Source: an optimization exercise on an open RTL-to-GDS flow (aim: small area, a short achievable clock period and few clock cycles per item). Production flows keep margins and buffers that such runs may drop. In this exercise RTL edits were held to simulation tests only and were not proved equivalent to the original. Power figures rest on the tool's default switching activity, not on a simulated workload.

Design wide_addsub_seq, start of the top module:
module wide_addsub_seq #(
  parameter int WIDTH = 514,
  parameter int LIMB  = 64
) (
  input  logic             clk,
  input  logic             resetn,
  input  logic             start,
  input  logic             subtract,
  input  logic [WIDTH-1:0] in_a,
  input  logic [WIDTH-1:0] in_b,
  output logic [WIDTH:0]   result,
  output logic             busy,
  output logic             done
);
  localparam int N  = 515;    
  localparam int K  = 4;    
  localparam int NB = 129;   
  logic [NB*K-1:0] w_a, w_b, w_p, w_lg, w_lp, w_s;
  logic [N-1:0]    r_res;
  logic            r_done;
  assign w_a = {{(NB*K-WIDTH){1'b0}}, in_a};
  assign w_b = {{(NB*K-WIDTH){1'b0}}, in_b};
  addsub_pg #(.K(4), .HAS_CIN(1)) u_pg0 (.a(w_a[3:0]), .b(w_b[3:0]), .sub(subtract),
    .p(w_p[3:0]), .lg(w_lg[3:0]), .lp(w_lp[3:0]));
  addsub_pg #(.K(4), .HAS_CIN(0)) u_pg1 (.a(w_a[7:4]), .b(w_b[7:4]), .sub(subtract),
    .p(w_p[7:4]), .lg(w_lg[7:4]), .lp(w_lp[7:4]));
  addsub_pg #(.K(4), .HAS_CIN(0)) u_pg2 (.a(w_a[11:8]), .b(w_b[11:8]), .sub(subtract),
    .p(w_p[11:8]), .lg(w_lg[11:8]), .lp(w_lp[11:8]));
  addsub_pg #(.K(4), .HAS_CIN(0)) u_pg3 (.a(w_a[15:12]), .b(w_b[15:12]), .sub(subtract),
    .p(w_p[15:12]), .lg(w_lg[15:12]), .lp(w_lp[15:12]));
  addsub_pg #(.K(4), .HAS_CIN(0)) u_pg4 (.a(w_a[19:16]), .b(w_b[19:16]), .sub(subtract),
    .p(w_p[19:16]), .lg(w_lg[19:16]), .lp(w_lp[19:16]));
  addsub_pg #(.K(4), .HAS_CIN(0)) u_pg5 (.a(w_a[23:20]), .b(w_b[23:20]), .sub(subtract),
    .p(w_p[23:20]), .lg(w_lg[23:20]), .lp(w_lp[23:20]));
  addsub_pg #(.K(4), .HAS_CIN(0)) u_pg6 (.a(w_a[27:24]), .b(w_b[27:24]), .sub(subtract),
    .p(w_p[27:24]), .lg(w_lg[27:24]), .lp(w_lp[27:24]));
  addsub_pg #(.K(4), .HAS_CIN(0)) u_pg7 (.a(w_a[31:28]), .b(w_b[31:28]), .sub(subtract),
    .p(w_p[31:28]), .lg(w_lg[31:28]), .lp(w_lp[31:28]));
  addsub_pg #(.K(4), .HAS_CIN(0)) u_pg8 (.a(w_a[35:32]), .b(w_b[35:32]), .sub(subtract),
    .p(w_p[35:32]), .lg(w_lg[35:32]), .lp(w_lp[35:32]));
  ...
Settings: LEC_CHECK=0, CAP_MARGIN=20, CORE_AREA=5 5 435 435, DIE_AREA=0 0 440 440, SLEW_MARGIN=20, SYNTH_HIERARCHICAL=1, SYNTH_MINIMUM_KEEP_SIZE=0; clock period 4.5 ns.
run.sh (not shown) runs the stock make flow with config.mk's settings and CLKGATE_MAP_FILE= SYNTH_SCRIPT=/design/flow/synth_recipe.tcl, a recipe that flattens the netlist after the stock synthesis.
Testbench counts at the start, summed over its fixed seeds: cycles 520, items 512.
Rerun with:
==> flow/flow/run.sh (new file) <==
#!/bin/bash
# Layout flow: the standard ORFS flow (standard.sh, unchanged synthesis)
# with two settings changed for the place step:
#  - ports are buffered with buf_1 instead of the flow's default pick
#    (a clkdlybuf4s50_1 delay cell, slower and 2.7x larger);
#  - pins may sit on adjacent routing tracks, so that all 1549 pins fit on
#    the edge of a smaller die.
# The full output of the ORFS make run goes to flow_make.log here; each ORFS
# step also keeps its own log under orfs/logs/.
set -euo pipefail
export BUFFER_PORTS_ARGS="-buffer_cell sky130_fd_sc_hd__buf_1"
export PLACE_PINS_ARGS="-min_distance 1 -min_distance_in_tracks"
bash standard.sh finish > flow_make.log 2>&1
==> flow/standard.sh (new file) <==
#!/bin/bash
# synth_recipe.tcl (not shown) runs the flow's synth.tcl, then flattens the netlist and writes it again
# the make line also repeats each setting of config.mk as NAME=value (left out here)
make -C /OpenROAD-flow-scripts/flow DESIGN_CONFIG=/design/flow/config.mk WORK_HOME=/design/flow/orfs CLKGATE_MAP_FILE= SYNTH_SCRIPT=/design/flow/synth_recipe.tcl "${@:-finish}"
Settings changed: CORE_AREA 5 5 435 435 to 5 5 335 335, DIE_AREA 0 0 440 440 to 0 0 340 340.
removed: flow/run.sh
After rerunning: The changed run passed the timing, design-rule and antenna checks. Utilization rose by 17 points. Wire length drops by a quarter to a third. Final cell count came out lower by roughly a tenth. Power decreases by roughly a tenth. Combinational power decreases by about a fifth. Clock-buffer cell count falls by 4. Worst setup slack improved by 0.13 ns. Final area goes down by about a fifth. Flip-flop and latch count stays the same. Worst hold slack gets better by 0.17 ns.

==> static timing again, ports no longer ideal <==
In the flow no input, the clock included, has a driving cell. The finished layouts below were timed again as built, in two steps.
Step 1 (the two cells are an assumption about what drives the block):
set clk [get_ports {clk}]
set_driving_cell -lib_cell sky130_fd_sc_hd__clkbuf_16 $clk
set_driving_cell -lib_cell sky130_fd_sc_hd__buf_2 [delete_from_list [all_inputs] $clk]
Step 2 times the ports against the registers' clock, not the clock port: input delays grow and output delays shrink by t, the midpoint of the rising clock arrivals with the driver on.
Slacks: ideal / step 1 / step 2; pairs: ideal / step 1.
run	t, ns	slack for setup (ns)	worst slew at a driven data input, ns
the first run	0.780	0.132 / 0.144 / -0.637	0.30
the second run	0.693	0.264 / 0.303 / -0.390	0.29
With both steps, setup timing fails in the first run and the second run, where it was met with ideal ports. For the first run, which loses most, drivers alone change the setup slack by +0.012 ns; drivers and shift together by -0.769 ns.
